What follows belongs to an exercise in optimizing a design on an open flow for small area and a short achievable clock period; a production flow would make more cautious choices.
No functional check of the RTL was part of any run shown here.
Power figures rest on the tool's default switching activity, not on a simulated workload.

==> flow/run.sh <==
#!/bin/bash
# Layout flow: the standard ORFS flow (standard synthesis included), with the
# ports buffered by a plain buffer instead of the weakest delay cell;
# nothing else changed.
set -euo pipefail
export BUFFER_PORTS_ARGS="-buffer_cell sky130_fd_sc_hd__buf_2"

bash standard.sh finish > make_finish.log 2>&1
==> standard.sh <==
#!/bin/bash
# synth_recipe.tcl (not shown) runs the flow's synth.tcl, then flattens the netlist and writes it again
# the make line also repeats each setting of config.mk as NAME=value (left out here)
make -C /OpenROAD-flow-scripts/flow DESIGN_CONFIG=/design/flow/config.mk WORK_HOME=/design/flow/orfs CLKGATE_MAP_FILE= SYNTH_SCRIPT=/design/flow/synth_recipe.tcl "${@:-finish}"
==> config.mk <==
export PLATFORM = sky130hd
export DESIGN_NAME = scopeCore
export DESIGN_NICKNAME = scopeCore
export VERILOG_FILES = /design/flow/design.v
export SDC_FILE = /design/flow/constraint.sdc
export NUM_CORES = 4
export LEC_CHECK = 0
export ABC_AREA = 1
export CAP_MARGIN = 20
export CORE_MARGIN = 2
export CORE_UTILIZATION = 60
export SETUP_SLACK_MARGIN = 3.1
export SLEW_MARGIN = 20
export TNS_END_PERCENT = 1
==> constraint.sdc <==
create_clock -name core_clock -period 5.0 [get_ports {clk_flash}]
set_input_delay 1.0000 -clock core_clock [delete_from_list [all_inputs] [get_ports {clk_flash}]]
set_output_delay 1.0000 -clock core_clock [all_outputs]
set_load 0.01 [all_outputs]
==> design.v <==
`timescale 1ns/1ps
module channelTrigger (
	input logic clk_flash,
	input logic rstN,
	input logic [8-1:0] sample,  
	input logic [8-1:0] threshLow,  
	input logic [8-1:0] threshHigh,  
	input logic fallingEdge,  
	input logic [(10 + 1)-1:0] tot,  
	input logic dsGo,  
	output logic fire,  
	output logic inRange  
);
	localparam int CW = (10 + 1);
	function automatic logic gt(input logic [15:0] a, input logic [15:0] b);
		logic [15:0] g, e;
		for (int i = 0; i < 16; i++) begin
			g[i] = a[i] & ~b[i];
			e[i] = ~(g[i] | (~a[i] & b[i]));
		end
		for (int s = 1; s < 16; s = s * 2) begin
			for (int i = 0; i < 16; i = i + 2 * s) begin
				g[i] = g[i + s] | (e[i + s] & g[i]);
				e[i] = e[i + s] & e[i];
			end
		end
		gt = g[0];
	endfunction
	function automatic logic [CW-1:0] inc(input logic [CW-1:0] a);
		logic [31:0] pp;
		logic [CW-1:0] r;
		pp = 32'(a);
		for (int l = 0; l < 5; l++) begin
			for (int i = 0; i < 32; i++) begin
				if (((i >> l) & 1) == 1) pp[i] = pp[i] & pp[((i >> l) << l) - 1];
			end
		end
		r[0] = ~a[0];
		for (int i = 1; i < CW; i++) r[i] = a[i] ^ pp[i - 1];
		inc = r;
	endfunction
	logic wasInRange;  
	logic edgeSeen;  
	logic levelHeld;  
	logic totStep;  
	logic limZero;  
	logic cntZero;  
	logic over;  
	logic running;  
	logic [CW-1:0] totBase;
	logic totInc;
	logic totClr;
	logic [CW-1:0] totCount;  
	assign totCount = totClr ? '0 : totInc ? inc(totBase) : totBase;
	assign edgeSeen = fallingEdge ? (wasInRange & ~inRange) : (inRange & ~wasInRange);
	assign levelHeld = inRange ^ fallingEdge;
	assign totStep = ~tot[CW-1] | dsGo;
	assign limZero = ~|tot[CW-2:0];
	assign cntZero = totClr | (~totInc & ~|totBase);  
	assign over = ~totClr & (totInc ? ~gt(16'(tot[CW-2:0]), 16'(totBase)) : gt(16'(totBase), 16'(tot[CW-2:0])));
	assign running = ~limZero & ~over & ~cntZero;
	always_ff @(posedge clk_flash) begin
		if (!rstN) begin
			inRange <= 1'b0;
			wasInRange <= 1'b0;
			fire <= 1'b0;
			totBase <= '0;
			totInc <= 1'b0;
			totClr <= 1'b0;
		end else begin
			inRange <= ~gt(16'(threshLow), 16'(sample)) & ~gt(16'(sample), 16'(threshHigh));
			wasInRange <= inRange;
			fire <= limZero ? edgeSeen : over;
			totBase <= running ? totCount : CW'(~limZero & cntZero & edgeSeen);
			totInc <= running & totStep & levelHeld;
			totClr <= running & totStep & ~levelHeld;
		end
	end
endmodule
`timescale 1ns/1ps
module coincidenceTrigger (
	input logic clk_flash,
	input logic rstN,
	input logic [4-1:0] fire,  
	input logic [4-1:0] chanEnable,  
	input logic [1:0] coinReq,  
	input logic [8-1:0] holdTime,  
	input logic allowSameChan,  
	input logic dsGo,
	input logic noSelfTrig,  
	input logic isFirst,  
	input logic isLast,  
	input logic [1:0] trigIn,  
	output logic trigger,  
	output logic [1:0] trigOut  
);
	localparam int HW = 8;
	function automatic logic [HW-1:0] dec(input logic [HW-1:0] a);
		logic [HW-1:0] r;
		for (int i = 0; i < HW; i++) r[i] = a[i] ^ ~|(a & ((HW'(1) << i) - HW'(1)));
		dec = r;
	endfunction
	logic [HW-1:0] holdLeft [4];  
	logic [4-1:0] fired;  
	logic [4-1:0] running;  
	logic [4-1:0] held;  
	logic [4-1:0] chanHit;  
	logic selfTrig;
	logic goingLeft;  
	logic goingRight;  
	always_comb begin
		for (int i = 0; i < 4; i++) begin
			running[i] = |holdLeft[i];
			held[i] = chanEnable[i] & running[i];
		end
		for (int i = 0; i < 4; i++) begin
			logic o1, o2, o3, s;  
			logic [2:0] h;  
			h = (i == 0) ? held[3:1] : (i == 1) ? {held[3:2], held[0]} :
				(i == 2) ? {held[3], held[1:0]} : held[2:0];
			o1 = |h;
			o2 = (h[0] & h[1]) | (h[0] & h[2]) | (h[1] & h[2]);
			o3 = &h;
			s = allowSameChan & held[i];
			case (coinReq)
				2'd0: chanHit[i] = 1'b1;
				2'd1: chanHit[i] = o1 | s;
				2'd2: chanHit[i] = o2 | (s & o1);
				default: chanHit[i] = o3 | (s & o2);
			endcase
			chanHit[i] = chanHit[i] & chanEnable[i] & fired[i];
		end
	end
	always_ff @(posedge clk_flash) begin
		if (!rstN) begin
			fired <= '0;
			for (int i = 0; i < 4; i++) begin
				holdLeft[i] <= '0;
			end
		end else begin
			fired <= fire;
			for (int i = 0; i < 4; i++) begin
				if (fire[i]) begin
					holdLeft[i] <= holdTime;  
				end else if (dsGo && running[i]) begin
					holdLeft[i] <= dec(holdLeft[i]);  
				end
			end
		end
	end
	assign selfTrig = |chanHit;
	assign goingLeft = trigIn[0] & ~isFirst;
	assign goingRight = trigIn[1] & ~isLast;
	always_ff @(posedge clk_flash) begin
		if (!rstN) begin
			trigger <= 1'b0;
			trigOut <= '0;
		end else if (noSelfTrig) begin
			trigger <= trigIn[1];  
			trigOut <= {trigIn[1], 1'b0};
		end else begin
			trigger <= selfTrig | goingLeft | goingRight;
			trigOut <= {selfTrig | goingRight, selfTrig | goingLeft};
		end
	end
endmodule
`timescale 1ns/1ps
module acquireControl (
	input logic clk_flash,
	input logic rstN,
	input logic startTrigger,  
	input logic trigger,  
	input logic [10-1:0] triggerPoint,  
	input logic [10-1:0] nsmp,  
	input logic [5-1:0] downsample,  
	output logic dsGo,  
	output logic acquiring,
	output logic [10-1:0] wrAddress,  
	output logic [10-1:0] trigPointAddr,  
	output logic dataReady  
);
	localparam logic [1:0] INIT = 2'd0;  
	localparam logic [1:0] PREACQ = 2'd1;  
	localparam logic [1:0] WAITING = 2'd2;  
	localparam logic [1:0] POSTACQ = 2'd3;  
	localparam int DW = 22 + 1;
	localparam int AW = 10;
	function automatic logic [10-1:0] incA(input logic [10-1:0] a);
		logic [10-1:0] r;
		for (int i = 0; i < 10; i++)
			r[i] = a[i] ^ (&(a | ~((AW'(1) << i) - AW'(1))));
		incA = r;
	endfunction
	function automatic logic [22:0] incD(input logic [22:0] a);
		logic [22:0] r;
		for (int i = 0; i <= 22; i++)
			r[i] = a[i] ^ (&(a | ~((DW'(1) << i) - DW'(1))));
		incD = r;
	endfunction
	logic [1:0] state;
	logic [10-1:0] sampleCount;  
	logic [22:0] dsBase;
	logic dsRst;
	logic [22:0] dsCount;
	logic [31:0] dsSel;  
	logic atTrigPoint;  
	logic atEnd;  
	logic postDone;  
	logic wrStep;  
	logic [10-1:0] wrNext;  
	logic trigCapture;  
	always_comb begin
		dsSel = {32{dsCount[22]}};  
		dsSel[22:1] = dsCount[22:1];
		dsSel[0] = 1'b1;
	end
	logic [3:0] dsLo;  
	logic [7:0] dsHi;  
	logic [7:0] dsGrp;  
	always_comb begin
		for (int i = 0; i < 4; i++) dsLo[i] = (downsample[1:0] == 2'(i));
		for (int h = 0; h < 8; h++) dsHi[h] = (downsample[4:2] == 3'(h));
		for (int h = 0; h < 8; h++) dsGrp[h] = |(dsSel[4*h +: 4] & dsLo);
	end
	assign dsGo = |(dsGrp & dsHi);
	assign atTrigPoint = (sampleCount == triggerPoint);
	assign atEnd = (sampleCount == nsmp);
	assign postDone = (state == POSTACQ) && atEnd;
	assign wrStep = dsGo && acquiring && !postDone;
	assign wrNext = wrStep ? incA(wrAddress) : wrAddress;
	assign dsCount = dsRst ? DW'(1) : dsBase;
	always_ff @(posedge clk_flash) begin
		dsRst <= !rstN || dsGo;
		dsBase <= incD(dsCount);
	end
	always_ff @(posedge clk_flash) begin
		if (!rstN) begin
			state <= INIT;
			acquiring <= 1'b0;
			dataReady <= 1'b0;
			wrAddress <= '0;
			sampleCount <= '0;
		end else begin
			wrAddress <= wrNext;
			case (state)
				INIT: begin
					if (startTrigger) begin
						sampleCount <= '0;
						acquiring <= 1'b1;
						dataReady <= 1'b0;
						state <= PREACQ;
					end
				end
				PREACQ: begin
					if (atTrigPoint) begin
						state <= WAITING;
					end else if (dsGo) begin
						sampleCount <= incA(sampleCount);
					end
				end
				WAITING: begin
					if (trigger) begin
						sampleCount <= triggerPoint;
						state <= POSTACQ;
					end
				end
				default: begin
					if (atEnd) begin
						acquiring <= 1'b0;
						dataReady <= 1'b1;
						state <= INIT;
					end else if (dsGo) begin
						sampleCount <= incA(sampleCount);
					end
				end
			endcase
		end
	end
	always_ff @(posedge clk_flash) begin
		trigCapture <= rstN && state == WAITING && trigger;
		if (trigCapture) begin
			trigPointAddr <= wrAddress;
		end
	end
endmodule
`timescale 1ns/1ps
module sampleAverager (
	input logic clk_flash,
	input logic rstN,
	input logic [4*8-1:0] flashData,  
	input logic [4*8-1:0] samples,  
	input logic highRes,  
	input logic dsGo,
	input logic [5-1:0] downsample,
	output logic [4*8-1:0] dout  
);
	localparam int ACC_W = 8 + 5;  
	function automatic logic [ACC_W-1:0] add(input logic [ACC_W-1:0] a, input logic [8-1:0] b);
		logic [15:0] p, g, gg, pp;
		logic [ACC_W-1:0] r;
		p = 16'(a ^ ACC_W'(b));
		g = 16'(a & ACC_W'(b));
		gg = g;
		pp = p;
		for (int l = 0; l < 4; l++) begin
			for (int i = 0; i < 16; i++) begin
				if (((i >> l) & 1) == 1) begin
					gg[i] = gg[i] | (pp[i] & gg[((i >> l) << l) - 1]);
					pp[i] = pp[i] & pp[((i >> l) << l) - 1];
				end
			end
		end
		r[0] = p[0];
		for (int i = 1; i < ACC_W; i++) r[i] = p[i] ^ gg[i - 1];
		add = r;
	endfunction
	logic [ACC_W-1:0] accSum [4];
	logic [8-1:0] accShift [4];  
	logic [5-1:0] hrCount;  
	logic [5:0] shiftSel;  
	logic flush;  
	logic restart;  
	assign flush = dsGo || (&hrCount);  
	assign restart = !rstN || !highRes || flush;
	always_comb begin
		for (int k = 0; k < 5; k++) shiftSel[k] = (downsample == 5'(k));
		shiftSel[5] = (downsample >= 5'(5));
		for (int i = 0; i < 4; i++) begin
			accShift[i] = '0;
			for (int k = 0; k <= 5; k++)
				accShift[i] = accShift[i] | (accSum[i][k +: 8] & {8{shiftSel[k]}});
		end
	end
	always_ff @(posedge clk_flash) begin
		for (int i = 0; i < 4; i++) begin
			accSum[i] <= restart ? ACC_W'(flashData[i*8 +: 8]) :
				add(accSum[i], flashData[i*8 +: 8]);
		end
		if (!rstN) begin
			hrCount <= '0;
			dout <= '0;
		end else if (highRes) begin
			hrCount <= flush ? '0 : hrCount + 1'b1;
			for (int i = 0; i < 4; i++) begin
				if (flush) begin
					dout[i*8 +: 8] <= accShift[i];
				end
			end
		end else begin
			hrCount <= '0;
			dout <= samples;  
		end
	end
endmodule
`timescale 1ns/1ps
module scopeCore (
	input logic clk_flash,
	input logic rstN,
	input logic [4*8-1:0] flashData,  
	input logic [8-1:0] threshLow,  
	input logic [8-1:0] threshHigh,
	input logic fallingEdge,
	input logic [(10 + 1)-1:0] tot,
	input logic [4-1:0] chanEnable,
	input logic [1:0] coinReq,
	input logic [8-1:0] holdTime,
	input logic allowSameChan,
	input logic noSelfTrig,
	input logic isFirst,
	input logic isLast,
	input logic [1:0] trigIn,  
	input logic startTrigger,
	input logic [10-1:0] triggerPoint,
	input logic [10-1:0] nsmp,
	input logic [5-1:0] downsample,
	input logic highRes,
	output logic [1:0] trigOut,  
	output logic trigger,
	output logic [4-1:0] inRange,  
	output logic acquiring,
	output logic dataReady,
	output logic [10-1:0] wrAddress,
	output logic [10-1:0] trigPointAddr,
	output logic [4*8-1:0] dout  
);
	logic [4*8-1:0] samples;  
	logic [4-1:0] fire;
	logic dsGo;
	always_ff @(posedge clk_flash) begin
		samples <= flashData;  
	end
	for (genvar i = 0; i < 4; i++) begin : gChan
		channelTrigger uChan (
			.clk_flash(clk_flash),
			.rstN(rstN),
			.sample(samples[i*8 +: 8]),
			.threshLow(threshLow),
			.threshHigh(threshHigh),
			.fallingEdge(fallingEdge),
			.tot(tot),
			.dsGo(dsGo),
			.fire(fire[i]),
			.inRange(inRange[i])
		);
	end
	coincidenceTrigger uCoin (
		.clk_flash(clk_flash),
		.rstN(rstN),
		.fire(fire),
		.chanEnable(chanEnable),
		.coinReq(coinReq),
		.holdTime(holdTime),
		.allowSameChan(allowSameChan),
		.dsGo(dsGo),
		.noSelfTrig(noSelfTrig),
		.isFirst(isFirst),
		.isLast(isLast),
		.trigIn(trigIn),
		.trigger(trigger),
		.trigOut(trigOut)
	);
	acquireControl uAcq (
		.clk_flash(clk_flash),
		.rstN(rstN),
		.startTrigger(startTrigger),
		.trigger(trigger),
		.triggerPoint(triggerPoint),
		.nsmp(nsmp),
		.downsample(downsample),
		.dsGo(dsGo),
		.acquiring(acquiring),
		.wrAddress(wrAddress),
		.trigPointAddr(trigPointAddr),
		.dataReady(dataReady)
	);
	sampleAverager uAvg (
		.clk_flash(clk_flash),
		.rstN(rstN),
		.flashData(flashData),
		.samples(samples),
		.highRes(highRes),
		.dsGo(dsGo),
		.downsample(downsample),
		.dout(dout)
	);
endmodule
==> qor.yml, run 1 <==
tightest_slew_ns: 0.545
ys_ff_latch: 283
dieWidth_um: 177
clk_latency_ns: 0.51
pre_cts_slack_ns: 1.34
finClkSkew_ns: 0.0218
cts_made_buffers: 34
grt_usage_pct: 34.5
place.gp.congestion: 0.948
cts_tree: "built"
hold_viol: 0
internal_power_uw: 4770
io_buffers: 169
synth_area_per_cell_um2: 7.23
drt_iter0_drc: 1943
core_um2: 29600
grt_pass1_wl_mm: 87.4
p_per_area_nw_per_um2: 321
rows: 63
cts_buffer_depth: 3
grt_setup_unrepaired: "yes"
endpoint_kind: "register"
syn_inst: 2494
max_stage_delay_ns: 0.26
leakagePower_uw: 0.0101
syn-num-nets: 2826
clockPowerShare_pct: 36.3
dieArea_um2: 31500
slew_headroom_pct: 63.6
setup_viol: 0
drv_slew: 0
area_growth_syn_to_layout_pct: 22.4
ys.flop_type: "dfxtp_1"
place_area_um2: 19200
switching_power_uw: 2320
overflow: 0
yosysSeqAreaShare_pct: 32.0
viasPerCell: 5.82
num_vias: 18195
required_ns: 5.43
max_freq_ghz: 0.420
cp-start-kind: "primary input"
cts.htree.levels: 2
antenna_found_initial: 4
cts_root_buf: "clkbuf_16"
place_hpwl_mm: 37.5
grt_pass1_vias: 17225
nets: 3043
wire_per_inst_um: 17.9
power.share.sequential_pct: 37.0
postLayoutCellArea_um2: 22100
wirelength_mm: 55.8
yosys_warnings: 8
hp-class: "reg2reg"
synth_edf_count: 10
start_util_pct: 60.8
drv_cap: 0
grt_max_degree: 56
finish.utilization_pct: 74.5
cpMostUsedCell: "nand2_1"
crit_chain: "buf_8 > clkinvlp_4 > ha_4 > a21oi_2 > nor2_1 > nor3_2 > nand2_1 > nand2_1 > a21oi_1 > nand2_2 > nand4_1 > buf_6 > nor3b_2"
cpMaxStageDelayCell: "ha_4"
synth_area_um2: 18000
final_antenna_net_count: 0
final.setup.worst_slack_ns: 2.62
path_max_fanout: 6
peakVddDrop_uv: 294
dieHeight_um: 177
worstPathArrival_ns: 2.81
switching_share_pct: 32.7
post_route_cells_drive_above_1_share_pct: 20.1
fin_tns_setup_ns: 0
drtPass1Iterations: 6
p_comb_share_pct: 26.8
ys_types: 48
finalCriticalPeriod_ns: 2.38
clkSinkCount: 283
path_clk_slew_ns: 0.05
async_reset_ff_share_pct: 0
status: "complete, no violations"
ios: 170
critPathKind: "in2reg"
layout_worst_path_cycle_share_pct: 47.6
drc_errors: 0
-- routing by layer --
layer  share of wire (%)  GRT usage [%]  vias up
met5               0.048              0        -
met4                 5.8           17.8        4
met3                 7.3           5.23      238
met2                  47           58.6      783
li1                    -              -     8733
met1                  40           42.5     8437
-- final cells by class --
class	instances	area (um2)
Antenna cell	2	5.00
Clock buffer	44	981
Clock inverter	13	171
Fill cell	2351	7570
Inverter	340	1360
Multi-Input combinational cell	1795	11600
Sequential cell	283	5770
Tap cell	390	488
Timing Repair Buffer	255	1710
Timing Repair inverter	2	15.0
-- timing repair --
action | in CTS | in global routing
cloned | 9 | 0
gates resized for setup | 164 | 88
setup buffers | 63 | 15
pin swaps | 39 | 37
hold buffers | 0 | 0
endpoints found under the setup margin | 285 | 284
-- synth_stat cells (all sizes together) (5+ instances only) --
| cell | count | area, um2 |
|---|---|---|
| a221oi | 28 | 245 |
| o22ai | 23 | 144 |
| xor2 | 39 | 342 |
| buf | 26 | 183 |
| xnor2 | 36 | 315 |
| a21oi | 189 | 976 |
| a22oi | 10 | 75.1 |
| nand4 | 52 | 325 |
| nor3 | 35 | 200 |
| inv | 338 | 1270 |
| o211ai | 5 | 37.5 |
| edfxtp | 10 | 300 |
| or2 | 10 | 62.6 |
| nand2 | 523 | 1990 |
| a211oi | 12 | 90.1 |
| fa | 12 | 240 |
| nand3 | 205 | 1030 |
| o2111ai | 10 | 87.6 |
| dfxtp | 273 | 5470 |
| a31oi | 8 | 50.1 |
| nor4 | 10 | 62.6 |
| ha | 211 | 2640 |
| o21ai | 118 | 591 |
| nor3b | 13 | 103 |
| nor2 | 222 | 843 |
| clkbuf | 55 | 206 |
-- through the flow --
step | total power, uW | hold WS [ns] | cells
floorplan | 3760 | 0.374 | 2494
global placement | 4160 | 0.379 | 2978
detailed placement | 4210 | 0.382 | 2978
CTS | 6970 | 0.405 | 3107
global route | 7440 | 0.417 | 3124
finish | 7090 | 0.407 | 3124
-- power by group through the flow --
| stage | Combinational [uW] | Sequential, uW | Clock, uW |
|---|---|---|---|
| final | 1900 | 2620 | 2570 |
| after global routing | 2110 | 2630 | 2700 |
| after global placement | 1510 | 2650 | 0 |
| after CTS | 1760 | 2610 | 2600 |
| after floorplan | 1150 | 2610 | 0 |
| after detailed placement | 1560 | 2660 | 0 |
-- critical path: cells and delay by family --
family / cells / cell delay [ns]
compound gates: 2 / 0.24
fa+ha+maj: 1 / 0.26
buf+inv: 3 / 0.53
simple gates: 7 / 0.78
-- layout by cell type (no fill, tap or decap), types with 9 or more instances in the layout --
| cell | netlist | routed |
|---|---|---|
| dfxtp_1 | 273 | 272 |
| xor2_1 | 39 | 39 |
| nor3_2 | 5 | 9 |
| ha_4 | 0 | 24 |
| o21ai_1 | 22 | 23 |
| clkbuf_16 | 0 | 36 |
| nand3_2 | 0 | 17 |
| a22oi_1 | 10 | 10 |
| or2_2 | 10 | 10 |
| nand2_4 | 3 | 12 |
| nor3_1 | 30 | 26 |
| o21ai_0 | 96 | 88 |
| o2111ai_1 | 10 | 9 |
| o22ai_1 | 23 | 23 |
| nand2_2 | 1 | 51 |
| a221oi_1 | 28 | 28 |
| nor2_2 | 4 | 13 |
| nand4_1 | 52 | 52 |
| buf_2 | 8 | 154 |
| buf_4 | 8 | 79 |
| clkinvlp_4 | 0 | 10 |
| a21oi_1 | 181 | 175 |
| a21oi_2 | 8 | 14 |
| edfxtp_1 | 10 | 10 |
| inv_2 | 6 | 25 |
| inv_1 | 330 | 299 |
| nor4_1 | 10 | 10 |
| nand3_1 | 205 | 187 |
| nor2_1 | 218 | 196 |
| buf_6 | 6 | 10 |
| xnor2_1 | 36 | 36 |
| ha_1 | 211 | 182 |
| nor2_4 | 0 | 13 |
| nand2_1 | 519 | 460 |
| a211oi_1 | 12 | 12 |
-- registers in the layout, summed over array words and instances (netlist names), 23 cells and up --
name	cells
uCoin.holdLeft	32
uAvg.dout	32
uAvg.accSum	52
uAcq.dsBase	23
gChan.uChan.totBase	44
samples	32
-- kinds of logic after synthesis --
| group | Yosys count | synth area share (%) |
|---|---|---|
| AND/OR/NAND/NOR | 1076 | 25.8 |
| buffers and inverters | 421 | 9.26 |
| AO/OA/AOI/OAI | 415 | 13.3 |
| flip-flops | 283 | 32.0 |
| adder cells (fa/ha/maj) | 223 | 16.0 |
| XOR/XNOR | 75 | 3.64 |
| multiplexers | 1 | 0.0624 |
-- worst paths after layout --
kind | slack, ns | endpoint | start | depth (start not counted)
worst max-delay path | 2.62 | gChan[2].uChan.totBase[6]$_SDFFE_PN0P_ | tot[4] | 13
worst min-delay path | 0.41 | uAcq.dsBase[0]$_DFF_P_ | uAcq.dsBase[0]$_DFF_P_ | 1
worst max register to register | 2.76 | uAcq.dsBase[16]$_DFF_P_ | uAcq.dsRst$_DFF_P_ | 13
worst min register to register | 0.41 | uAcq.dsBase[0]$_DFF_P_ | uAcq.dsBase[0]$_DFF_P_ | 1
==> inputs of run 2 (changes only) <==
--- a/design.v
+++ b/design.v
@@ -28,14 +28,6 @@
 	endfunction
 	function automatic logic [CW-1:0] inc(input logic [CW-1:0] a);
-		logic [31:0] pp;
 		logic [CW-1:0] r;
-		pp = 32'(a);
-		for (int l = 0; l < 5; l++) begin
-			for (int i = 0; i < 32; i++) begin
-				if (((i >> l) & 1) == 1) pp[i] = pp[i] & pp[((i >> l) << l) - 1];
-			end
-		end
-		r[0] = ~a[0];
-		for (int i = 1; i < CW; i++) r[i] = a[i] ^ pp[i - 1];
+		for (int i = 0; i < CW; i++) r[i] = a[i] ^ (&(a | ~((CW'(1) << i) - CW'(1))));
 		inc = r;
 	endfunction
@@ -47,17 +39,15 @@
 	logic cntZero;  
 	logic over;  
-	logic running;  
-	logic [CW-1:0] totBase;
-	logic totInc;
-	logic totClr;
+	logic clear;  
+	logic step;  
 	logic [CW-1:0] totCount;  
-	assign totCount = totClr ? '0 : totInc ? inc(totBase) : totBase;
 	assign edgeSeen = fallingEdge ? (wasInRange & ~inRange) : (inRange & ~wasInRange);
 	assign levelHeld = inRange ^ fallingEdge;
 	assign totStep = ~tot[CW-1] | dsGo;
 	assign limZero = ~|tot[CW-2:0];
-	assign cntZero = totClr | (~totInc & ~|totBase);  
-	assign over = ~totClr & (totInc ? ~gt(16'(tot[CW-2:0]), 16'(totBase)) : gt(16'(totBase), 16'(tot[CW-2:0])));
-	assign running = ~limZero & ~over & ~cntZero;
+	assign cntZero = ~|totCount;
+	assign over = gt(16'(totCount), 16'(tot[CW-2:0]));  
+	assign clear = limZero | over | (~cntZero & totStep & ~levelHeld);
+	assign step = cntZero ? edgeSeen : totStep;  
 	always_ff @(posedge clk_flash) begin
 		if (!rstN) begin
@@ -65,14 +55,14 @@
 			wasInRange <= 1'b0;
 			fire <= 1'b0;
-			totBase <= '0;
-			totInc <= 1'b0;
-			totClr <= 1'b0;
+			totCount <= '0;
 		end else begin
 			inRange <= ~gt(16'(threshLow), 16'(sample)) & ~gt(16'(sample), 16'(threshHigh));
 			wasInRange <= inRange;
 			fire <= limZero ? edgeSeen : over;
-			totBase <= running ? totCount : CW'(~limZero & cntZero & edgeSeen);
-			totInc <= running & totStep & levelHeld;
-			totClr <= running & totStep & ~levelHeld;
+			if (clear) begin
+				totCount <= '0;
+			end else if (step) begin
+				totCount <= inc(totCount);
+			end
 		end
 	end
@@ -200,6 +190,4 @@
 	logic [1:0] state;
 	logic [10-1:0] sampleCount;  
-	logic [22:0] dsBase;
-	logic dsRst;
 	logic [22:0] dsCount;
 	logic [31:0] dsSel;  
@@ -229,8 +217,10 @@
 	assign wrStep = dsGo && acquiring && !postDone;
 	assign wrNext = wrStep ? incA(wrAddress) : wrAddress;
-	assign dsCount = dsRst ? DW'(1) : dsBase;
 	always_ff @(posedge clk_flash) begin
-		dsRst <= !rstN || dsGo;
-		dsBase <= incD(dsCount);
+		if (!rstN || dsGo) begin
+			dsCount <= {{22{1'b0}}, 1'b1};
+		end else begin
+			dsCount <= incD(dsCount);
+		end
 	end
 	always_ff @(posedge clk_flash) begin
@@ -288,5 +278,4 @@
 	input logic clk_flash,
 	input logic rstN,
-	input logic [4*8-1:0] flashData,  
 	input logic [4*8-1:0] samples,  
 	input logic highRes,  
@@ -315,16 +304,16 @@
 		add = r;
 	endfunction
-	logic [ACC_W-1:0] accSum [4];
+	logic [ACC_W-1:0] acc [4];  
+	logic [ACC_W-1:0] accSum [4];  
 	logic [8-1:0] accShift [4];  
 	logic [5-1:0] hrCount;  
 	logic [5:0] shiftSel;  
 	logic flush;  
-	logic restart;  
 	assign flush = dsGo || (&hrCount);  
-	assign restart = !rstN || !highRes || flush;
 	always_comb begin
 		for (int k = 0; k < 5; k++) shiftSel[k] = (downsample == 5'(k));
 		shiftSel[5] = (downsample >= 5'(5));
 		for (int i = 0; i < 4; i++) begin
+			accSum[i] = add(acc[i], samples[i*8 +: 8]);
 			accShift[i] = '0;
 			for (int k = 0; k <= 5; k++)
@@ -333,11 +322,10 @@
 	end
 	always_ff @(posedge clk_flash) begin
-		for (int i = 0; i < 4; i++) begin
-			accSum[i] <= restart ? ACC_W'(flashData[i*8 +: 8]) :
-				add(accSum[i], flashData[i*8 +: 8]);
-		end
 		if (!rstN) begin
 			hrCount <= '0;
 			dout <= '0;
+			for (int i = 0; i < 4; i++) begin
+				acc[i] <= '0;
+			end
 		end else if (highRes) begin
 			hrCount <= flush ? '0 : hrCount + 1'b1;
@@ -345,4 +333,7 @@
 				if (flush) begin
 					dout[i*8 +: 8] <= accShift[i];
+					acc[i] <= '0;  
+				end else begin
+					acc[i] <= accSum[i];
 				end
 			end
@@ -350,4 +341,7 @@
 			hrCount <= '0;
 			dout <= samples;  
+			for (int i = 0; i < 4; i++) begin
+				acc[i] <= '0;
+			end
 		end
 	end
@@ -437,5 +431,4 @@
 		.clk_flash(clk_flash),
 		.rstN(rstN),
-		.flashData(flashData),
 		.samples(samples),
 		.highRes(highRes),
==> run 2 against run 1 <==
Hold slack worse by 0.0055 ns. Worst setup slack worse by 0.37 ns. Clock skew down 0.0057 ns. Largest cell class unchanged. Critical path depth up 1. Critical endpoint is now uAvg.dout[13]$_SDFFE_PN0P_. Cell count down 4.6%. Die area down 5.7%. Via count down 8.5%. Sequential share of layout area up 2.4 points. Flip-flop and latch count down 9. Area after synthesis down 5.9%. Clock-buffer cell count up 5. Still clean. Highest routed layer unchanged. Global-route usage down 3.3 points.
==> qor.yml, run 2 <==
path_max_fanout: 6
syn-num-nets: 2703
setup_viol: 0
dieArea_um2: 29700
dieWidth_um: 172
synth_area_per_cell_um2: 7.05
post_route_cells_drive_above_1_share_pct: 13.7
dieHeight_um: 172
top_register: "uAvg.acc"
ys_types: 47
hold_viol: 0
grt_setup_unrepaired: "yes"
antenna_found_initial: 2
power.share.sequential_pct: 40.2
slew_headroom_pct: 33.9
cp-start-kind: "register"
final.setup.worst_slack_ns: 2.25
place.gp.congestion: 0.918
wirelength_mm: 47.1
layout_worst_path_cycle_share_pct: 55.0
grt_pass1_vias: 15441
critPathKind: "reg2reg"
area_growth_syn_to_layout_pct: 15.6
endpoint_kind: "register"
place_hpwl_mm: 33.2
peakVddDrop_uv: 272
ys.flop_type: "dfxtp_1"
grt_usage_pct: 31.3
cts.htree.levels: 1
max_freq_ghz: 0.363
finalCriticalPeriod_ns: 2.75
postCtsHoldBufs: 0
cts_made_buffers: 31
overflow: 0
drv_slew: 0
tightest_slew_ns: 0.983
synth_area_um2: 17000
yosysSeqAreaShare_pct: 32.9
fin_tns_setup_ns: 0
hp-class: "reg2reg"
clockPowerShare_pct: 36.0
synth_edf_count: 10
path_clk_slew_ns: 0.06
yosysMostFrequentCell: "nand2_1"
drc_errors: 0
cts_buffer_depth: 3
synth_common_cells: "nand2_1 (579), inv_1 (266), dfxtp_1 (264)"
ios: 170
clk_latency_ns: 0.57
finClkSkew_ns: 0.0161
synth_top_area_share_pct: 31.1
async_reset_ff_share_pct: 0
io_buffers: 169
required_ns: 5.45
core_um2: 27800
cts_root_buf: "clkbuf_16"
rows: 61
drtPass1Iterations: 6
whs_ns: 0.401
largest_register_ffs: 52
grt_max_degree: 46
syn_inst: 2407
internal_power_uw: 4170
final_antenna_net_count: 0
start_util_pct: 61.1
yosys_warnings: 9
cts_tree: "built"
p_comb_share_pct: 23.8
leakagePower_uw: 0.00944
final_cell_mix: "nand2_1 (560), inv_1 (258), dfxtp_1 (257), nand3_1 (238), nor2_1 (227)"
final_common_cell: "nand2_1"
reg_top3: "uAvg.acc: 52 flops, gChan.uChan.totCount: 44 flops"
grt_pass1_wl_mm: 74.7
num_vias: 16656
nets: 2873
drt_iter0_drc: 1229
clkSinkCount: 274
wire_per_inst_um: 15.8
synth_top_cell_by_area: "dfxtp_1"
viasPerCell: 5.59
worstPathArrival_ns: 3.20
ys_ff_latch: 274
synthTopCellsByArea: "dfxtp_1 (31%), ha_1 (13%), nand2_1 (13%)"
pre_cts_slack_ns: 1.37
switching_power_uw: 1970
p_per_area_nw_per_um2: 313
drv_cap: 0
switching_share_pct: 32.1
status: "complete, no violations"
## run 2: cell types whose count changed in the layout (fill, tap and decap cells not counted), moves of 15 or more
| cell | before | now |
|---|---|---|
| nand2_1 | 460 | 560 |
| nand3_1 | 187 | 238 |
| buf_4 | 79 | 37 |
| inv_1 | 299 | 258 |
| nand2_2 | 51 | 18 |
| nor2_1 | 196 | 227 |
| a221oi_1 | 28 | 0 |
| nand4_1 | 52 | 24 |
| ha_4 | 24 | 1 |
| nand3_2 | 17 | 0 |
| dfxtp_1 | 272 | 257 |
| inv_2 | 25 | 10 |
## run 2: metal layers
| metal | vias to the layer above | GRT usage (%) | part of all wire (%) | wire length [um] |
|---|---|---|---|---|
| li1 | 8250 | - | - | - |
| met1 | 7684 | 38.9 | 42 | 19800 |
| met2 | 600 | 54.5 | 48 | 22500 |
| met3 | 120 | 5.49 | 6.9 | 3270 |
| met4 | 2 | 10.9 | 3.3 | 1550 |
| met5 | - | 0.348 | 0.019 | 9 |
## run 2: stage by stage
| step | cell area, um2 | utilization (%) | cells | power, uW |
|---|---|---|---|---|
| finish | 19600 | 70.6 | 2979 | 6140 |
| global route | 19600 | 70.6 | 2978 | 6450 |
| CTS | 19400 | 70.0 | 2966 | 6110 |
| floorplan | 17100 | - | 2407 | 3510 |
| detailed placement | 18100 | 65.2 | 2890 | 3860 |
| global placement | 18100 | 65.2 | 2890 | 3820 |
## run 2: critical path, cell delays in order (launching register included)
cell and delay, ns:
dfxtp_2 0.35, ha_4 0.13, inv_2 0.03, fa_2 0.35
nand3b_1 0.18, nand2_2 0.15, inv_2 0.05, fa_2 0.38
xor2_4 0.31, buf_6 0.16, o22ai_1 0.07, nor2_1 0.19
nand3_1 0.09, nor2_1 0.13, o21ai_1 0.07
## run 2: worst paths after layout
check | end | slack [ns] | depth (start not counted) | start
min | uAcq.dsCount[0]$_SDFF_PP1_ | 0.40 | 1 | uAcq.dsCount[0]$_SDFF_PP1_
max | uAvg.dout[13]$_SDFFE_PN0P_ | 2.25 | 14 | samples[8]$_DFF_P_
max reg2reg | uAvg.dout[13]$_SDFFE_PN0P_ | 2.25 | 14 | samples[8]$_DFF_P_
min reg2reg | uAcq.dsCount[0]$_SDFF_PP1_ | 0.40 | 1 | uAcq.dsCount[0]$_SDFF_PP1_
## run 2: kinds of logic (layout without fill, tap and decap cells)
kind of cell / Yosys count / after routing / synth area share, %
simple gates: 1165 / 1165 / 29.4
compound gates: 358 / 358 / 11.4
buf+inv: 354 / 547 / 8.40
flops: 274 / 274 / 32.9
fa+ha+maj: 187 / 187 / 14.3
xor+xnor: 69 / 69 / 3.56
other cells: 0 / 1 / 0
## run 2: layout make-up
class	instances	area, um2
inverters	279	1080
fillers	2409	8160
diodes	1	2.50
clock inverters	7	70.1
repair inverters	2	17.5
well taps	378	473
clock buffers	49	913
repair buffers	210	1230
flip-flops and latches	274	5590
multi-input cells	1779	10200
## run 2: power by group through the flow
stage	registers [uW]	clock network (uW)	logic (uW)
2_1_floorplan	2480	0	1020
3_3_place_gp	2510	0	1300
3_5_place_dp	2520	0	1340
4_1_cts	2470	2230	1400
5_1_grt	2490	2320	1640
6_report	2470	2210	1460
## run 2: timing repair
action | CTS | global route
setup buffers | 17 | 12
pin swaps | 13 | 15
resized for setup | 48 | 29
cloned | 3 | 0
endpoints found under the setup margin | 281 | 281
==> inputs of run 3 (changes only) <==
--- a/design.v
+++ b/design.v
@@ -35,19 +35,18 @@
 	logic edgeSeen;  
 	logic levelHeld;  
-	logic totStep;  
 	logic limZero;  
 	logic cntZero;  
 	logic over;  
-	logic clear;  
-	logic step;  
 	logic [CW-1:0] totCount;  
 	assign edgeSeen = fallingEdge ? (wasInRange & ~inRange) : (inRange & ~wasInRange);
 	assign levelHeld = inRange ^ fallingEdge;
-	assign totStep = ~tot[CW-1] | dsGo;
 	assign limZero = ~|tot[CW-2:0];
 	assign cntZero = ~|totCount;
 	assign over = gt(16'(totCount), 16'(tot[CW-2:0]));  
-	assign clear = limZero | over | (~cntZero & totStep & ~levelHeld);
-	assign step = cntZero ? edgeSeen : totStep;  
+	logic [CW-1:0] nextGo, nextNo;
+	assign nextGo = (limZero | over | (~cntZero & ~levelHeld)) ? '0 :
+		(~cntZero | edgeSeen) ? inc(totCount) : totCount;
+	assign nextNo = (limZero | over | (~cntZero & ~tot[CW-1] & ~levelHeld)) ? '0 :
+		(cntZero ? edgeSeen : ~tot[CW-1]) ? inc(totCount) : totCount;
 	always_ff @(posedge clk_flash) begin
 		if (!rstN) begin
@@ -60,9 +59,5 @@
 			wasInRange <= inRange;
 			fire <= limZero ? edgeSeen : over;
-			if (clear) begin
-				totCount <= '0;
-			end else if (step) begin
-				totCount <= inc(totCount);
-			end
+			totCount <= dsGo ? nextGo : nextNo;
 		end
 	end
@@ -94,4 +89,5 @@
 	logic [4-1:0] fired;  
 	logic [4-1:0] running;  
+	logic [HW-1:0] holdGo [4];  
 	logic [4-1:0] held;  
 	logic [4-1:0] chanHit;  
@@ -102,4 +98,5 @@
 		for (int i = 0; i < 4; i++) begin
 			running[i] = |holdLeft[i];
+			holdGo[i] = running[i] ? dec(holdLeft[i]) : holdLeft[i];
 			held[i] = chanEnable[i] & running[i];
 		end
@@ -131,9 +128,5 @@
 			fired <= fire;
 			for (int i = 0; i < 4; i++) begin
-				if (fire[i]) begin
-					holdLeft[i] <= holdTime;  
-				end else if (dsGo && running[i]) begin
-					holdLeft[i] <= dec(holdLeft[i]);  
-				end
+				holdLeft[i] <= fire[i] ? holdTime : (dsGo ? holdGo[i] : holdLeft[i]);
 			end
 		end
@@ -195,5 +188,4 @@
 	logic atEnd;  
 	logic postDone;  
-	logic wrStep;  
 	logic [10-1:0] wrNext;  
 	logic trigCapture;  
@@ -215,6 +207,5 @@
 	assign atEnd = (sampleCount == nsmp);
 	assign postDone = (state == POSTACQ) && atEnd;
-	assign wrStep = dsGo && acquiring && !postDone;
-	assign wrNext = wrStep ? incA(wrAddress) : wrAddress;
+	assign wrNext = dsGo ? ((acquiring && !postDone) ? incA(wrAddress) : wrAddress) : wrAddress;
 	always_ff @(posedge clk_flash) begin
 		if (!rstN || dsGo) begin
@@ -278,4 +269,5 @@
 	input logic clk_flash,
 	input logic rstN,
+	input logic [4*8-1:0] flashData,  
 	input logic [4*8-1:0] samples,  
 	input logic highRes,  
@@ -304,16 +296,26 @@
 		add = r;
 	endfunction
-	logic [ACC_W-1:0] acc [4];  
-	logic [ACC_W-1:0] accSum [4];  
+	logic [ACC_W-1:0] accSum [4];
 	logic [8-1:0] accShift [4];  
 	logic [5-1:0] hrCount;  
 	logic [5:0] shiftSel;  
 	logic flush;  
+	logic restart;  
+	logic [4*8-1:0] doutGo, doutNo;  
 	assign flush = dsGo || (&hrCount);  
+	assign restart = !rstN || !highRes || flush;
+	always_comb begin
+		for (int i = 0; i < 4; i++) begin
+			doutGo[i*8 +: 8] = highRes ? accShift[i] :
+				samples[i*8 +: 8];
+			doutNo[i*8 +: 8] = highRes ?
+				((&hrCount) ? accShift[i] : dout[i*8 +: 8]) :
+				samples[i*8 +: 8];
+		end
+	end
 	always_comb begin
 		for (int k = 0; k < 5; k++) shiftSel[k] = (downsample == 5'(k));
 		shiftSel[5] = (downsample >= 5'(5));
 		for (int i = 0; i < 4; i++) begin
-			accSum[i] = add(acc[i], samples[i*8 +: 8]);
 			accShift[i] = '0;
 			for (int k = 0; k <= 5; k++)
@@ -322,26 +324,13 @@
 	end
 	always_ff @(posedge clk_flash) begin
+		for (int i = 0; i < 4; i++) begin
+			accSum[i] <= restart ? ACC_W'(flashData[i*8 +: 8]) :
+				add(accSum[i], flashData[i*8 +: 8]);
+		end
+		hrCount <= restart ? '0 : hrCount + 1'b1;
 		if (!rstN) begin
-			hrCount <= '0;
 			dout <= '0;
-			for (int i = 0; i < 4; i++) begin
-				acc[i] <= '0;
-			end
-		end else if (highRes) begin
-			hrCount <= flush ? '0 : hrCount + 1'b1;
-			for (int i = 0; i < 4; i++) begin
-				if (flush) begin
-					dout[i*8 +: 8] <= accShift[i];
-					acc[i] <= '0;  
-				end else begin
-					acc[i] <= accSum[i];
-				end
-			end
 		end else begin
-			hrCount <= '0;
-			dout <= samples;  
-			for (int i = 0; i < 4; i++) begin
-				acc[i] <= '0;
-			end
+			dout <= dsGo ? doutGo : doutNo;
 		end
 	end
@@ -431,4 +420,5 @@
 		.clk_flash(clk_flash),
 		.rstN(rstN),
+		.flashData(flashData),
 		.samples(samples),
 		.highRes(highRes),
==> run 3 against run 2 <==
Still clean. Clock power grew 4%. Flip-flop and latch count is the same. Via count is essentially flat. Critical endpoint is now uAvg.accSum[3][9]$_SDFF_PP0_.
==> qor.yml, run 3 <==
syn-num-nets: 2554
synth_top_cell_by_area: "dfxtp_1"
overflow: 0
finClkSkew_ns: 0.0205
viasPerCell: 5.83
finalCriticalPeriod_ns: 2.37
core_um2: 27000
place.gp.congestion: 0.921
top_register: "uAvg.accSum"
reg_top3: "uAvg.accSum: 52 flops, gChan.uChan.totCount: 44 flops"
worstPathArrival_ns: 2.85
path_max_fanout: 3
reg2reg_depth: 10
start_util_pct: 61.3
endpoint_kind: "register"
cpMostUsedCell: "nand2_2"
drc_errors: 0
setup_viol: 0
cts_made_buffers: 29
synth_common_cells: "nand2_1 (470), inv_1 (299), dfxtp_1 (264)"
seq_area_um2: 5590
synth_area_um2: 16600
final_common_cell: "nand2_1"
yosysMostFrequentCell: "nand2_1"
cp-start-kind: "primary input"
area_growth_syn_to_layout_pct: 21.7
final_antenna_net_count: 0
postLayoutCellArea_um2: 20200
ys.flop_type: "dfxtp_1"
largest_register_ffs: 52
crit_chain: "buf_2 > ha_1 > a21oi_2 > nand2_2 > nand3_2 > nand2_2 > nand2_2 > nand2_2 > nand2_2 > nand2_2 > buf_4 > buf_4 > ha_1 > xnor2_1 > nor2_1"
grt_setup_unrepaired: "yes"
yosys_warnings: 9
leakagePower_uw: 0.00952
cts.htree.levels: 1
fillers: 2160
critPathKind: "in2reg"
clk_latency_ns: 0.58
tightest_slew_ns: 0.701
max_stage_delay_ns: 0.38
final_cell_mix: "nand2_1 (438), inv_1 (271), dfxtp_1 (262), a21oi_1 (175), ha_1 (169)"
nets: 2786
stdcell_count: 2855
p_per_area_nw_per_um2: 350
synth_top_area_share_pct: 31.9
drt_iter0_drc: 1519
postCtsHoldBufs: 0
wirelength_mm: 49.3
cts_buffer_depth: 3
syn_inst: 2258
ios: 170
grt_pass1_vias: 15507
layout_worst_path_cycle_share_pct: 47.4
synthTopCellsByArea: "dfxtp_1 (32%), ha_1 (13%), nand2_1 (11%)"
dieArea_um2: 29000
cts_root_buf: "clkbuf_16"
synth_edf_count: 10
r2r_slack_ns: 2.74
peakVddDrop_uv: 286
hp-class: "reg2reg"
cpMaxStageDelayCell: "ha_1"
wire_per_inst_um: 17.3
clkSinkCount: 274
hold_viol: 0
rows: 60
antenna_found_initial: 2
hold_path_depth: 1
dieHeight_um: 170
drv_cap: 0
grt_usage_pct: 32.5
async_reset_ff_share_pct: 0
multi_input_area_um2: 10100
max_freq_ghz: 0.422
hold_start: "uAcq.dsCount[0]$_SDFF_PP1_"
hold_end: "uAcq.dsCount[0]$_SDFF_PP1_"
fin_tns_setup_ns: 0
timing.rr.start: "uAcq.state[0]$_SDFFE_PN0P_"
yosysSeqAreaShare_pct: 33.7
path_clk_slew_ns: 0.07
required_ns: 5.47
r2r-end: "uAcq.sampleCount[5]$_SDFFE_PN0P_"
whs_ns: 0.422
synth_area_per_cell_um2: 7.34
grt_pass1_wl_mm: 76.4
status: "complete, no violations"
grt_max_degree: 60
io_buffers: 169
num_vias: 16646
finish.utilization_pct: 74.6
ys_types: 57
cts_tree: "built"
dieWidth_um: 170
drtPass1Iterations: 6
placed_cells: 2710
ys_ff_latch: 274
post_route_cells_drive_above_1_share_pct: 19.5
place_hpwl_mm: 33.1
slew_headroom_pct: 52.9
place_area_um2: 17600
drv_slew: 0
-- run 3: what timing repair did --
item | 4_1_cts | 5_1_grt
gates cloned | 7 | 4
endpoints found under the setup margin | 283 | 284
pin swaps | 47 | 38
gates resized for setup | 132 | 77
setup buffers | 59 | 20
-- run 3: worst max path at each step --
| stage | from | end | slack, ns | depth (start not counted) |
|---|---|---|---|---|
| 2_1_floorplan | flashData[24] | uAvg.accSum[3][12]$_SDFF_PP0_ | 2.25 | 17 |
| 3_3_place_gp | downsample[1] | gChan[1].uChan.totCount[5]$_SDFFE_PN0P_ | 1.33 | 16 |
| 3_5_place_dp | downsample[1] | gChan[1].uChan.totCount[5]$_SDFFE_PN0P_ | 1.26 | 16 |
| 4_1_cts | flashData[8] | uAvg.accSum[1][12]$_SDFF_PP0_ | 2.69 | 18 |
| 5_1_grt | flashData[0] | uAvg.accSum[0][12]$_SDFF_PP0_ | 2.54 | 16 |
| 6_report | flashData[27] | uAvg.accSum[3][9]$_SDFF_PP0_ | 2.63 | 15 |
-- run 3: per-stage QoR --
stage,power [uW],setup WS [ns]
final,7060,2.63
after global routing,7440,2.54
after CTS,6940,2.69
after detailed placement,4460,1.26
after global placement,4390,1.33
after floorplan,3960,2.25
-- run 3: critical path: cells and delay by family --
| family | cells | cell delay [ns] |
|---|---|---|
| adders and majority gates | 2 | 0.57 |
| and+or+nand+nor | 8 | 0.54 |
| buffers and inverters | 3 | 0.39 |
| AOI/OAI and AO/OA | 1 | 0.19 |
| xor gates and xnor gates | 1 | 0.14 |
-- run 3: logic make-up (layout without fill, tap and decap cells) --
group | after synthesis | count (layout) | share of synthesized area [%]
flip-flops | 274 | 274 | 33.7
XOR/XNOR | 46 | 46 | 2.43
AND/OR/NAND/NOR | 857 | 860 | 21.7
multiplexers | 2 | 2 | 0.136
AO/OA/AOI/OAI | 507 | 507 | 18.2
buffers and inverters | 385 | 637 | 9.24
adder cells (fa/ha/maj) | 187 | 187 | 14.7
other | 0 | 1 | 0
-- run 3: power breakdown --
part,total (uW),internal (uW),leakage (uW),switching (uW)
Clock,2300,1360,0.000496,944
Combinational,2120,825,0.00677,1300
Sequential,2640,2400,0.00226,240
Total,7060,4580,0.00952,2480
-- run 3: metal layers --
metal / vias to the layer above / track usage (%) / routed length [um]
met4: 2 / 12.9 / 2130
met1: 7601 / 41.8 / 20300
met2: 789 / 54.1 / 22300
met5: - / 0 / 13
met3: 174 / 5.91 / 4470
li1: 8080 / - / -
-- run 3: cell type report --
type	count	area share (%)
multi-input combinational	1602	49.9
tap	341	2.11
sequential	274	27.7
antenna	1	0.0124
clock buffer	33	3.77
timing repair buffer	267	9.06
timing repair inverter	2	0.0682
clock inverter	21	1.25
inverter	314	6.13

==> afterwards: timing with drivers on the ports <==
No port has a modelled driver above. Below, the same layouts with a new extraction and two added sets of constraints. Step 1: set_driving_cell puts a clkbuf_16 on clk_flash and a buf_2 on each other input, an assumption about the parent block. Step 2 adds t to the input delays and takes it off the output delays; t is the mean of the earliest and latest rising clock arrival at the registers after step 1. Input paths then give back, and output paths get back, about the clock's delay inside the block. a / b / c = no drivers / after step 1 / after step 2; a / b = the first two.
| run | shift t [ns] | setup WS [ns] | pins driven straight from the clock port |
|---|---|---|---|
| run 1 | 0.557 | 2.621 / 2.623 / 2.066 | 1 |
| run 2 | 0.613 | 2.248 / 2.248 / 1.822 | 1 |
| run 3 | 0.619 | 2.630 / 2.588 / 1.969 | 1 |
After both steps every run listed still meets setup and hold. For run 3, which loses most, drivers alone change the setup slack by -0.042 ns; drivers and shift together by -0.661 ns.
